Source: an optimization exercise on an open RTL-to-GDS flow (aim: small area). Production flows keep margins and buffers that such runs may drop.
In this exercise RTL edits were held to simulation tests only and were not proved equivalent to the original.
Power figures rest on the tool's default switching activity, not on a simulated workload.

==> flow/design.v (outline; a module is shown in full before it is edited, if it fits) <==
// module lk_hp_upd: 439 lines
// module lk_lp_upd: 434 lines
// module lk_mul_sat: 541 lines
// module lk_sub_sat: 79 lines
// module lk_add_sat: 65 lines
// module lk_neg_sat: 62 lines
// module lockin_top: 177 lines
module lockin_top (
    input  logic                  clk,
    input  logic                  rst,
    input  lockin_pkg::sample_t   i_in1,
    input  lockin_pkg::sample_t   i_in2,
    input  lockin_pkg::bus_word_t i_sys_addr,
    input  lockin_pkg::bus_word_t i_sys_wdata,
    input  logic                  i_sys_wen,
    input  logic                  i_sys_ren,
    output lockin_pkg::sample_t   o_out1,
    output lockin_pkg::sample_t   o_out2,
    output lockin_pkg::sample_t   o_osc1,
    output lockin_pkg::sample_t   o_osc2,
    output lockin_pkg::bus_word_t o_sys_rdata,
    output logic                  o_sys_err,
    output logic                  o_sys_ack
);
  // ...
==> flow/flow/run.sh <==
#!/bin/bash
# The standard layout with two changes:
#  - the port buffers are the smallest buffer cell (buf_1);
#  - ABC maps the logic with an area-oriented script (flow/abc_area.script,
#    amap with more area iterations instead of map, and no ABC buffering
#    or upsizing, which the layout repairs do instead). Everything else, registers included, is the
#    standard synthesis and flow: the ORFS scripts are copied unchanged and
#    only abc_area.script is replaced in the copy.
set -o pipefail
rm -rf scripts_area
cp -r "$FLOW_HOME/scripts" scripts_area
chmod -R u+w scripts_area
cp flow/abc_area.script scripts_area/abc_area.script
export BUFFER_PORTS_ARGS="-buffer_cell sky130_fd_sc_hd__buf_1"
bash standard.sh SCRIPTS_DIR="$PWD/scripts_area" finish 2>&1 | tee standard.log
==> flow/flow/abc_area.script <==
strash
dc2
dch -x
amap -F 8 -A 16
topo
stime -c
dnsize -c
==> flow/standard.sh <==
#!/bin/bash
# synth_recipe.tcl (not shown) runs the flow's synth.tcl, then flattens the netlist and writes it again
# the make line also repeats each setting of config.mk as NAME=value (left out here)
make -C /OpenROAD-flow-scripts/flow DESIGN_CONFIG=/design/flow/config.mk WORK_HOME=/design/flow/orfs CLKGATE_MAP_FILE= SYNTH_SCRIPT=/design/flow/synth_recipe.tcl "${@:-finish}"
==> flow/config.mk <==
export PLATFORM = sky130hd
export DESIGN_NAME = lockin_top
export DESIGN_NICKNAME = lockin_top
export VERILOG_FILES = /design/flow/design.v
export SDC_FILE = /design/flow/constraint.sdc
export NUM_CORES = 4
export LEC_CHECK = 0
export ABC_AREA = 1
export CAP_MARGIN = 20
export CORE_MARGIN = 2
export CORE_UTILIZATION = 60
export CTS_BUF_LIST = sky130_fd_sc_hd__clkbuf_8
export CTS_CLUSTER_DIAMETER = 60
export CTS_CLUSTER_SIZE = 12
export PLACE_DENSITY = 0.7
export SLEW_MARGIN = 20
==> flow/constraint.sdc <==
create_clock -name core_clock -period 10.5 [get_ports {clk}]
set_input_delay 2.1000 -clock core_clock [delete_from_list [all_inputs] [get_ports {clk}]]
set_output_delay 2.1000 -clock core_clock [all_outputs]
set_load 0.01 [all_outputs]
==> impl_metrics.json, run 1 <==
{
  "crit_arrival_ns": 10.57,
  "hold_depth": 0,
  "synth.net_count": 2629,
  "synth-main-ff-cell": "dfrtp_1",
  "swShare_pct": 48.42,
  "synth_area_um2": 20300,
  "cellLeakagePower_nw": 8.776,
  "clock_skew_ns": 0.03328,
  "route.met3.wl_mm": 11.56,
  "synth_xor_area_share_pct": 0,
  "start_kind": "register",
  "grt_use_met3_pct": 14.75,
  "status": "no timing/DRC/antenna violations",
  "place_area_um2": 21840,
  "clock-sinks": 226,
  "synth_compound_area_share_pct": 32.20,
  "via_per_inst": 7.223,
  "synth_cells": 2262,
  "antenna_found_initial": 3,
  "dr.pass1.iters": 13,
  "fin_crit_sh_pct": 95.50,
  "p_switching_mw": 2.852,
  "timing.fmax_mhz": 99.72,
  "wl_met1_mm": 29.55,
  "comb.multi_input.count": 1703,
  "p_total_mw": 5.890,
  "crit_cells": 56,
  "rows": 67,
  "ctsHoldBuffers": 0,
  "pwr-share-comb_pct": 66.1,
  "top_power_group": "combinational logic"
}
==> module lockin_top, before the edit <==
module lockin_top (
    input  logic                  clk,
    input  logic                  rst,
    input  lockin_pkg::sample_t   i_in1,
    input  lockin_pkg::sample_t   i_in2,
    input  lockin_pkg::bus_word_t i_sys_addr,
    input  lockin_pkg::bus_word_t i_sys_wdata,
    input  logic                  i_sys_wen,
    input  logic                  i_sys_ren,
    output lockin_pkg::sample_t   o_out1,
    output lockin_pkg::sample_t   o_out2,
    output lockin_pkg::sample_t   o_osc1,
    output lockin_pkg::sample_t   o_osc2,
    output lockin_pkg::bus_word_t o_sys_rdata,
    output logic                  o_sys_err,
    output logic                  o_sys_ack
);
    logic [4:0]  sa_q, sb_q;
    logic [3:0]  o1s_q, o2s_q, hpt_q, lpt_q;
    logic        hpd_q, lpd_q;
    logic [13:0] off_q, gn_q;
    logic        page;       
    logic [5:0]  wi;         
    assign page = ~|i_sys_addr[19:8] & ~|i_sys_addr[1:0];
    assign wi   = i_sys_addr[7:2];
    logic wr;
    assign wr = i_sys_wen & page;
    always_ff @(posedge clk or posedge rst) begin
        if (rst) begin
            sa_q  <= 5'd1;
            sb_q  <= 5'd2;
            o1s_q <= '0;
            o2s_q <= '0;
            hpt_q <= '0;
            lpt_q <= '0;
            hpd_q <= 1'b0;
            lpd_q <= 1'b0;
            off_q <= '0;
            gn_q  <= '0;
        end else if (wr) begin
            case (wi)
                6'h00: sa_q  <= i_sys_wdata[4:0];
                6'h01: sb_q  <= i_sys_wdata[4:0];
                6'h04: o1s_q <= i_sys_wdata[3:0];
                6'h05: o2s_q <= i_sys_wdata[3:0];
                6'h14: hpt_q <= i_sys_wdata[3:0];
                6'h15: lpt_q <= i_sys_wdata[3:0];
                6'h16: off_q <= i_sys_wdata[13:0];
                6'h17: gn_q  <= i_sys_wdata[13:0];
                6'h18: hpd_q <= |i_sys_wdata;
                6'h19: lpd_q <= |i_sys_wdata;
                default: ;
            endcase
        end
    end
    logic [13:0] sig_d;           
    logic        run_q;           
    logic        hb_q;            
    logic [33:0] hacc;            
    logic        neg_q;           
    logic [13:0] rect_q;
    logic [33:0] lacc;            
    logic [13:0] sum_q, gain_q;
    logic [13:0] hdiff;
    logic [13:0] hp;
    lk_sub_sat hp_sub (.x(sig_d), .h(hacc[33:20]), .y(hdiff));
    always_comb begin
        if (!run_q)     hp = '0;
        else if (hb_q)  hp = sig_d;
        else            hp = hdiff;
    end
    logic [3:0]  hsh;
    logic [33:0] hacc_n;
    assign hsh = hpd_q ? 4'd0 : hpt_q;
    lk_hp_upd hp_upd (.a(hacc), .x(i_in1), .s(hsh), .y(hacc_n));
    logic        ref_neg;
    logic [13:0] rect_n, sig_neg;
    assign ref_neg = hp[13];
    lk_neg_sat sig_negate (.v(sig_d), .y(sig_neg));
    assign rect_n  = ref_neg ? sig_neg : sig_d;
    logic [33:0] lacc_n;
    lk_lp_upd lp_upd (.a(lacc), .x(rect_q), .s(lpt_q), .y(lacc_n));
    logic [13:0] sum_n;
    lk_add_sat sum_add (.x(lacc[33:20]), .h(off_q), .y(sum_n));
    logic [13:0] gain_n;
    lk_mul_sat gain_mul (.a(sum_q), .b(gn_q), .y(gain_n));
    always_ff @(posedge clk) sig_d <= i_in1;
    always_ff @(posedge clk or posedge rst) begin
        if (rst) begin
            run_q  <= 1'b0;
            hb_q   <= 1'b0;
            hacc   <= '0;
            neg_q  <= 1'b0;
            rect_q <= '0;
            lacc   <= '0;
            sum_q  <= '0;
            gain_q <= '0;
        end else begin
            run_q  <= 1'b1;
            hb_q   <= hpd_q;
            hacc   <= hacc_n;
            neg_q  <= ref_neg;
            rect_q <= rect_n;
            lacc   <= lpd_q ? {rect_q, 20'b0} : lacc_n;
            sum_q  <= sum_n;
            gain_q <= gain_n;
        end
    end
    logic [13:0] sign_t, lp_t;
    assign sign_t = {{13{neg_q}}, run_q};
    assign lp_t   = lacc[33:20];
    logic o1_a, o1_b, o1_g, o2_a, o2_b, o2_g;
    assign o1_a = (o1s_q == 4'd1);
    assign o1_b = (o1s_q == 4'd2);
    assign o1_g = (o1s_q == 4'd3);
    assign o2_a = (o2s_q == 4'd1);
    assign o2_b = (o2s_q == 4'd2);
    assign o2_g = (o2s_q == 4'd3);
    assign o_out1 = ({14{o1_a}} & i_in1) | ({14{o1_b}} & i_in2) | ({14{o1_g}} & gain_q);
    assign o_out2 = ({14{o2_a}} & i_in1) | ({14{o2_b}} & i_in2) | ({14{o2_g}} & gain_q);
    function automatic logic [13:0] scope_pick(input logic [4:0] sel, input logic [13:0] a,
                                               input logic [13:0] b, input logic [13:0] h,
                                               input logic [13:0] s, input logic [13:0] r,
                                               input logic [13:0] l, input logic [13:0] u,
                                               input logic [13:0] g);
        scope_pick = ({14{sel == 5'd1}} & a) | ({14{sel == 5'd2}} & b)
                   | ({14{sel == 5'd3}} & h) | ({14{sel == 5'd4}} & s)
                   | ({14{sel == 5'd5}} & r) | ({14{sel == 5'd6}} & l)
                   | ({14{sel == 5'd7}} & u) | ({14{sel == 5'd8}} & g);
    endfunction
    always_ff @(posedge clk or posedge rst) begin
        if (rst) begin
            o_osc1 <= '0;
            o_osc2 <= '0;
        end else begin
            o_osc1 <= scope_pick(sa_q, i_in1, i_in2, hp, sign_t, rect_q, lp_t, sum_q, gain_q);
            o_osc2 <= scope_pick(sb_q, i_in1, i_in2, hp, sign_t, rect_q, lp_t, sum_q, gain_q);
        end
    end
    logic [33:0] ra;     
    always_comb begin
        for (int k = 0; k < 34; k++) ra[k] = page && (wi == 6'(k));
    end
    logic r_in1, r_in2, r_gt;
    assign r_in1 = ra[6'h0a] | (ra[6'h0c] & o1_a) | (ra[6'h0d] & o2_a);
    assign r_in2 = ra[6'h0b] | (ra[6'h0c] & o1_b) | (ra[6'h0d] & o2_b);
    assign r_gt  = ra[6'h21] | (ra[6'h0c] & o1_g) | (ra[6'h0d] & o2_g);
    logic [13:0] rd_n;
    assign rd_n = ({14{r_in1}}     & i_in1)
                | ({14{r_in2}}     & i_in2)
                | ({14{r_gt}}      & gain_q)
                | ({14{ra[6'h12]}} & o_osc1)
                | ({14{ra[6'h13]}} & o_osc2)
                | ({14{ra[6'h16]}} & off_q)
                | ({14{ra[6'h17]}} & gn_q)
                | ({14{ra[6'h1c]}} & hp)
                | ({14{ra[6'h1d]}} & sign_t)
                | ({14{ra[6'h1e]}} & rect_q)
                | ({14{ra[6'h1f]}} & lp_t)
                | ({14{ra[6'h20]}} & sum_q)
                | ({9'b0,  {5{ra[6'h00]}} & sa_q})
                | ({9'b0,  {5{ra[6'h01]}} & sb_q})
                | ({10'b0, {4{ra[6'h04]}} & o1s_q})
                | ({10'b0, {4{ra[6'h05]}} & o2s_q})
                | ({10'b0, {4{ra[6'h14]}} & hpt_q})
                | ({10'b0, {4{ra[6'h15]}} & lpt_q})
                | ({13'b0, ra[6'h18] & hpd_q})
                | ({13'b0, ra[6'h19] & lpd_q});
    logic [13:0] rd_q;
    always_ff @(posedge clk) rd_q <= rd_n;
    assign o_sys_rdata = {{18{rd_q[13]}}, rd_q};
    always_ff @(posedge clk or posedge rst) begin
        if (rst) o_sys_ack <= 1'b0;
        else     o_sys_ack <= i_sys_wen | i_sys_ren;
    end
    assign o_sys_err = 1'b0;
endmodule
==> run 2: changes to the inputs <==
--- a/flow/design.v
+++ b/flow/design.v
@@ -1754,4 +1754,2 @@
             lacc   <= '0;
-            sum_q  <= '0;
-            gain_q <= '0;
         end else begin
@@ -1763,6 +1761,8 @@
             lacc   <= lpd_q ? {rect_q, 20'b0} : lacc_n;
-            sum_q  <= sum_n;
-            gain_q <= gain_n;
         end
     end
+    always_ff @(posedge clk) begin
+        sum_q  <= sum_n;
+        gain_q <= gain_n;
+    end
     logic [13:0] sign_t, lp_t;
==> impl_metrics.json, run 2 <==
{
  "gp_congestion": 1.060,
  "path_class": "reg2reg",
  "slew_headroom_pct": 26.36,
  "cts_tree": "yes",
  "r2r_start": "lacc[3]",
  "status": "no timing/DRC/antenna violations",
  "drv_cap": 0,
  "timing.fmax_mhz": 100.4,
  "clock_skew_ns": 0.03641,
  "grt_overflow": 0,
  "hp-class": "reg2reg",
  "synthTopCellsByArea": "dfrtp_1 (21%), fa_1 (17%), o22ai_1 (6.8%)",
  "critPathTopFamily": "simple AND/OR/NAND/NOR gates",
  "io_buffers": 172,
  "finalNetCount": 2864,
  "fin_crit_ns": 9.962,
  "cts_root_buf": "clkbuf_8",
  "cp_slowest_cell": "fa_1",
  "worst_pin_slew_ns": 1.105,
  "dr.pass1.iters": 15,
  "synth_edf_count": 0,
  "synth_cells": 2245,
  "rows": 67,
  "syn_to_final_growth_pct": 11.59,
  "p_total_mw": 5.280,
  "reg.largest.list": "hacc: 34 flops, lacc: 34 flops",
  "synthTopCellsByCount": "clkinv_1 (310), o22ai_1 (217), nor2_1 (183)",
  "ys_warn_count": 1,
  "drt-total-wl_mm": 79.12,
  "drtAntennaViolNets": 0,
  "crit_fanout": 4,
  "synth.net_count": 2612,
  "n_fill_cell": 2750,
  "clock-sinks": 226,
  "ctsHoldBuffers": 0,
  "clockBufferDepth": 3,
  "cts_buffers": 27,
  "setup_tns_ns": 0,
  "post_synth_num_cell_types": 43,
  "grt_pass1_wl_mm": 120.2,
  "drt_iter0_drc": 3600,
  "fin_ws_ns": 0.5383,
  "crit_required_ns": 11.00,
  "cellLeakagePower_nw": 8.745,
  "routedWlPerCell_um": 26.67,
  "dieArea_um2": 34970,
  "track_usage_pct": 44.73,
  "synth_area_per_cell_um2": 8.951,
  "layout_common_cells": "clkinv_1 (309), o22ai_1 (217), nor2_1 (180), o21ai_0 (178), buf_1 (172)",
  "start_kind": "register",
  "drc_errors": 0,
  "synth-main-ff-cell": "dfrtp_1",
  "vias": 21260,
  "layout_commonest_cell": "clkinv_1",
  "peakVddDrop_mv": 0.3023,
  "path_common_cell": "nand2_1",
  "fp.dieW_um": 187.0,
  "insertion_delay_ns": 0.63,
  "crit_arrival_ns": 10.46,
  "cts.reportedPaths.clkPinSlew_ns": 0.09,
  "fin_crit_sh_pct": 94.87,
  "hpwl_mm": 60.70,
  "finalSetupViolations": 0,
  "via_per_inst": 7.168,
  "crit_path_max_incr_delay_ns": 0.49,
  "initial_core_util_pct": 60.38,
  "hold_violations": 0,
  "grt_max_degree": 105,
  "cellPowerDensity_nw_per_um2": 235.5,
  "hp-start": "sig_d[8]",
  "cp_num_buf_inv": 5,
  "fp.dieH_um": 187.0,
  "synth-seq-cells": 226,
  "synth_seq_area_share_pct": 26.76,
  "grt_pass1_vias": 20460,
  "end_kind": "register",
  "crit_start": "lacc[3]",
  "drv_slew": 0,
  "antenna_found_initial": 2,
  "rsz0062_at_grt": "yes",
  "synth_top_area_cell": "dfrtp_1",
  "io_pins": 186,
  "synth_top_area_share_pct": 20.92,
  "ys_async_sr_fraction_pct": 75.22,
  "yosysMostFrequentCell": "clkinv_1",
  "synth_area_um2": 20100,
  "pre_cts_ws_ns": -0.09921,
  "htreeDepth": 1,
  "coreArea_um2": 33280,
  "drive_above_1_share_pct": 5.562
}
run 2: worst reg2reg max path, delay by kind of cell, from the launching register on:
kind | cells | cell delay, ns
adder cells (fa/ha/maj) | 5 | 1.69
buffers and inverters | 5 | 0.38
AND/OR/NAND/NOR | 35 | 5.49
AO/OA/AOI/OAI | 11 | 1.87
flip-flops | 1 | 0.41
run 2: cell families (layout without fill, tap and decap cells):
family	Yosys count	after routing	synth area share [%]
AOI/OAI and AO/OA	929	929	32.28
and+or+nand+nor	488	488	11.08
buffers and inverters	329	601	6.500
adders and majority gates	271	271	23.34
DFF	226	226	26.76
other	2	3	0.03737
run 2: metrics by stage:
| step | area [µm²] | utilization, % | cells | hold slack (ns) |
|---|---|---|---|---|
| 2_1_floorplan | 20100 | - | 2245 | 0.4025 |
| 3_3_place_gp | 21680 | 65.15 | 2912 | 0.4975 |
| 3_5_place_dp | 21680 | 65.15 | 2912 | 0.5022 |
| 4_1_cts | 22280 | 66.93 | 2961 | 0.5173 |
| 5_1_grt | 22420 | 67.38 | 2966 | 0.5369 |
| 6_report | 22420 | 67.38 | 2966 | 0.5144 |
run 2: final timing paths:
check | depth (start not counted) | slack (ns) | endpoint
setup reg to reg | 56 | 0.54 | lacc[33]
hold / removal | 2 | 0.51 | rect_q[8]
hold reg to reg | 2 | 0.51 | rect_q[8]
max in group asynchronous | 4 | 7.42 | gn_q[10]
setup / recovery | 56 | 0.54 | lacc[33]
min in group asynchronous | 2 | 1.48 | hacc[17]
run 2: what timing repair did:
action | 4_1_cts | 5_1_grt
cloned | 0 | 0
setup endpoints to repair | 1 | 8
pin swaps | 0 | 6
resized for setup | 2 | 26
buffers inserted | 0 | 3
run 2: final cells by class:
cell class | count | area [µm²] | area share (%)
Clock buffer | 29 | 399.1 | 1.780
Sequential cell | 226 | 5378 | 23.98
Timing Repair Buffer | 242 | 1191 | 5.312
Antenna cell | 1 | 2.502 | 0.01116
Tap cell | 448 | 560.5 | 2.500
Inverter | 310 | 1169 | 5.211
Clock inverter | 20 | 182.7 | 0.8146
Multi-Input combinational cell | 1690 | 13540 | 60.39
run 2: layer usage:
| layer | routed length [µm] | vias to the layer above | track usage [%] | share of wire (%) |
|---|---|---|---|---|
| li1 | - | 9101 | - | - |
| met1 | 29190 | 10100 | 60.17 | 37 |
| met2 | 33050 | 1696 | 65.46 | 42 |
| met3 | 12190 | 363 | 15.25 | 15 |
| met4 | 4676 | 2 | 20.42 | 5.9 |
| met5 | 9 | - | 0 | 0.011 |
run 2: where the power goes:
part           internal (mW)  switching [mW]  leakage [nW]
Clock                  0.335           0.371         0.326
Sequential              1.02           0.188          2.54
Combinational           1.37            2.00          5.88
==> run 3: changes to the inputs <==
--- a/flow/config.mk
+++ b/flow/config.mk
@@ -12,3 +12,3 @@
 export CTS_BUF_LIST = sky130_fd_sc_hd__clkbuf_8
-export CTS_CLUSTER_DIAMETER = 60
+export CTS_CLUSTER_DIAMETER = 100
 export CTS_CLUSTER_SIZE = 12
==> impl_metrics.json, run 3 <==
{
  "drtAntennaViolNets": 0,
  "drt-total-wl_mm": 78.57,
  "crit_fanout": 4,
  "gp_congestion": 1.060,
  "worst_pin_slew_ns": 1.098,
  "clockBufferDepth": 3,
  "hp-class": "reg2reg",
  "grt_overflow": 0,
  "drive_above_1_share_pct": 5.024,
  "hold_violations": 0,
  "path_class": "reg2reg",
  "hold_ws_ns": 0.5188,
  "fin_area_um2": 22230,
  "layout_commonest_cell": "clkinv_1",
  "synth-seq-cells": 226,
  "slew_headroom_pct": 26.82,
  "io_buffers": 172,
  "cts.reportedPaths.clkPinSlew_ns": 0.10,
  "via_per_inst": 7.157,
  "timing.fmax_mhz": 100.9,
  "dr.pass1.iters": 13,
  "fp.dieH_um": 187.0,
  "ys_warn_count": 1,
  "critPathTopFamily": "simple AND/OR/NAND/NOR gates",
  "vias": 21160,
  "finalSetupViolations": 0,
  "fp.dieW_um": 187.0,
  "cts_root_buf": "clkbuf_8",
  "synth_area_um2": 20100,
  "multi_input_area_um2": 13540,
  "rsz0062_at_grt": "yes",
  "status": "no timing/DRC/antenna violations",
  "path_common_cell": "nand2_1",
  "place_inst": 2912,
  "crit_arrival_ns": 10.35,
  "post_synth_num_cell_types": 43,
  "grt_pass1_vias": 20420,
  "ctsHoldBuffers": 0,
  "fin_crit_ns": 9.907,
  "clock-sinks": 226,
  "drc_errors": 0,
  "synth_edf_count": 0,
  "routedWlPerCell_um": 26.57,
  "syn_to_final_growth_pct": 10.63,
  "drt_iter0_drc": 3499,
  "cp_num_buf_inv": 5,
  "cellLeakagePower_nw": 8.677,
  "cellPowerDensity_nw_per_um2": 230.2,
  "peakVddDrop_mv": 0.3049,
  "r2r_setup_slack_ns": 0.59,
  "finalNetCount": 2860,
  "htreeDepth": 1,
  "cts_buffers": 22,
  "ys_async_sr_fraction_pct": 75.22,
  "end_kind": "register",
  "io_pins": 186,
  "coreArea_um2": 33280,
  "setup_tns_ns": 0,
  "grt_pass1_wl_mm": 120.2,
  "hpwl_mm": 60.70,
  "crit_required_ns": 10.94,
  "cp_slowest_cell": "fa_1",
  "cts_tree": "yes",
  "utilization_pct": 66.80,
  "clock_skew_ns": 0.02130,
  "synth-main-ff-cell": "dfrtp_1",
  "grt_max_degree": 105,
  "start_kind": "register",
  "reg.largest.list": "hacc: 34 flops, lacc: 34 flops",
  "drv_cap": 0,
  "yosysMostFrequentCell": "clkinv_1",
  "dieArea_um2": 34970,
  "track_usage_pct": 44.71,
  "insertion_delay_ns": 0.59,
  "synth.net_count": 2612,
  "layoutNonFillerInstCount": 2957,
  "drv_slew": 0,
  "crit_path_max_incr_delay_ns": 0.49,
  "synthTopCellsByArea": "dfrtp_1 (21%), fa_1 (17%), o22ai_1 (6.8%)",
  "antenna_found_initial": 2,
  "synth_cells": 2245,
  "rows": 67,
  "ff_latch_area_um2": 5378,
  "synth_seq_area_share_pct": 26.76,
  "synth_top_area_cell": "dfrtp_1",
  "fin_crit_sh_pct": 94.35,
  "layout_common_cells": "clkinv_1 (309), o22ai_1 (217), nor2_1 (180), o21ai_0 (177), buf_1 (172)",
  "synthTopCellsByCount": "clkinv_1 (310), o22ai_1 (217), nor2_1 (183)",
  "initial_core_util_pct": 60.38,
  "synth_top_area_share_pct": 20.92,
  "place_area_um2": 21680,
  "synth_area_per_cell_um2": 8.951,
  "n_fill_cell": 2770
}
run 3: repair_timing:
action	CTS	global route
buffers inserted	0	4
hold endpoints to repair	0	0
pin swaps	0	9
resized for setup	2	27
gates cloned	0	0
setup endpoints to repair	1	7
run 3: final cells by class:
| cell class | count | area share, % |
|---|---|---|
| multi-input cells | 1690 | 60.89 |
| flip-flops and latches | 226 | 24.19 |
| repair buffers | 243 | 5.392 |
| inverters | 310 | 5.257 |
| well taps | 448 | 2.521 |
| clock buffers | 24 | 1.486 |
| clock inverters | 15 | 0.2533 |
| diodes | 1 | 0.01126 |
run 3: worst paths after layout:
kind	startpoint	end	depth (start not counted)
min	sig_d[6]	rect_q[6]	2
min in group asynchronous	rst	hacc[24]	2
max reg2reg	lacc[1]	lacc[33]	56
min reg2reg	sig_d[6]	rect_q[6]	2
max	lacc[1]	lacc[33]	56
max in group asynchronous	rst	lacc[17]	4
run 3: cells by family (layout without fill, tap and decap cells):
kind of cell,count (synthesis),in the layout,share of synthesized area [%]
buf+inv,329,592,6.500
flops,226,226,26.76
other cells,2,3,0.03737
compound gates,929,929,32.28
fa+ha+maj,271,271,23.34
simple gates,488,488,11.08
run 3: worst register-to-register path, delay by kind of cell (launching register included):
| family | cells | cell delay [ns] |
|---|---|---|
| flops | 1 | 0.38 |
| buf+inv | 5 | 0.38 |
| compound gates | 11 | 1.87 |
| fa+ha+maj | 5 | 1.70 |
| simple gates | 35 | 5.45 |
run 3: power breakdown:
| group | switching [mW] | internal [mW] | total [mW] |
|---|---|---|---|
| combinational | 2.00 | 1.37 | 3.37 |
| sequential | 0.188 | 1.02 | 1.20 |
| clock | 0.337 | 0.210 | 0.547 |
run 3: per-stage QoR:
stage	power (mW)	setup slack (ns)
after global routing	5.548	-0.1253
after detailed placement	4.465	-0.09921
after global placement	4.291	0.2602
after CTS	5.028	0.007650
final	5.117	0.5932
after floorplan	3.506	0.9828
run 3: routing by layer:
metal	share of wire [%]	vias to the layer above	track usage, %
met2	42	1688	65.60
li1	-	9096	-
met1	37	10040	60.19
met3	15	341	15.46
met4	5.5	2	19.57
met5	0.011	-	0

-- what the ideal ports hide --
No port has a modelled driver above. Below, the same layouts with a new extraction and two added sets of constraints. Step 1 assumes that a clkbuf_16 drives the clock port and a buf_2 every other input. Step 2 times the ports against the registers' clock, not the clock port: input delays grow and output delays shrink by t, the midpoint of the rising clock arrivals with the driver on. a / b / c = ideal / step 1 / step 2; a / b = the first two.
| run | shift t [ns] | setup slack, ns | worst register clock-pin slew, ns |
|---|---|---|---|
| run 1 | 0.654 | 0.472 / 0.472 / 0.472 | 0.09 / 0.09 |
| run 2 | 0.661 | 0.538 / 0.538 / 0.538 | 0.10 / 0.10 |
| run 3 | 0.627 | 0.593 / 0.593 / 0.564 | 0.11 / 0.11 |
After both steps setup and hold are still met in every run listed. The setup slack of run 3, which loses most, moves by 0.000 ns with the drivers and by -0.029 ns with both steps.
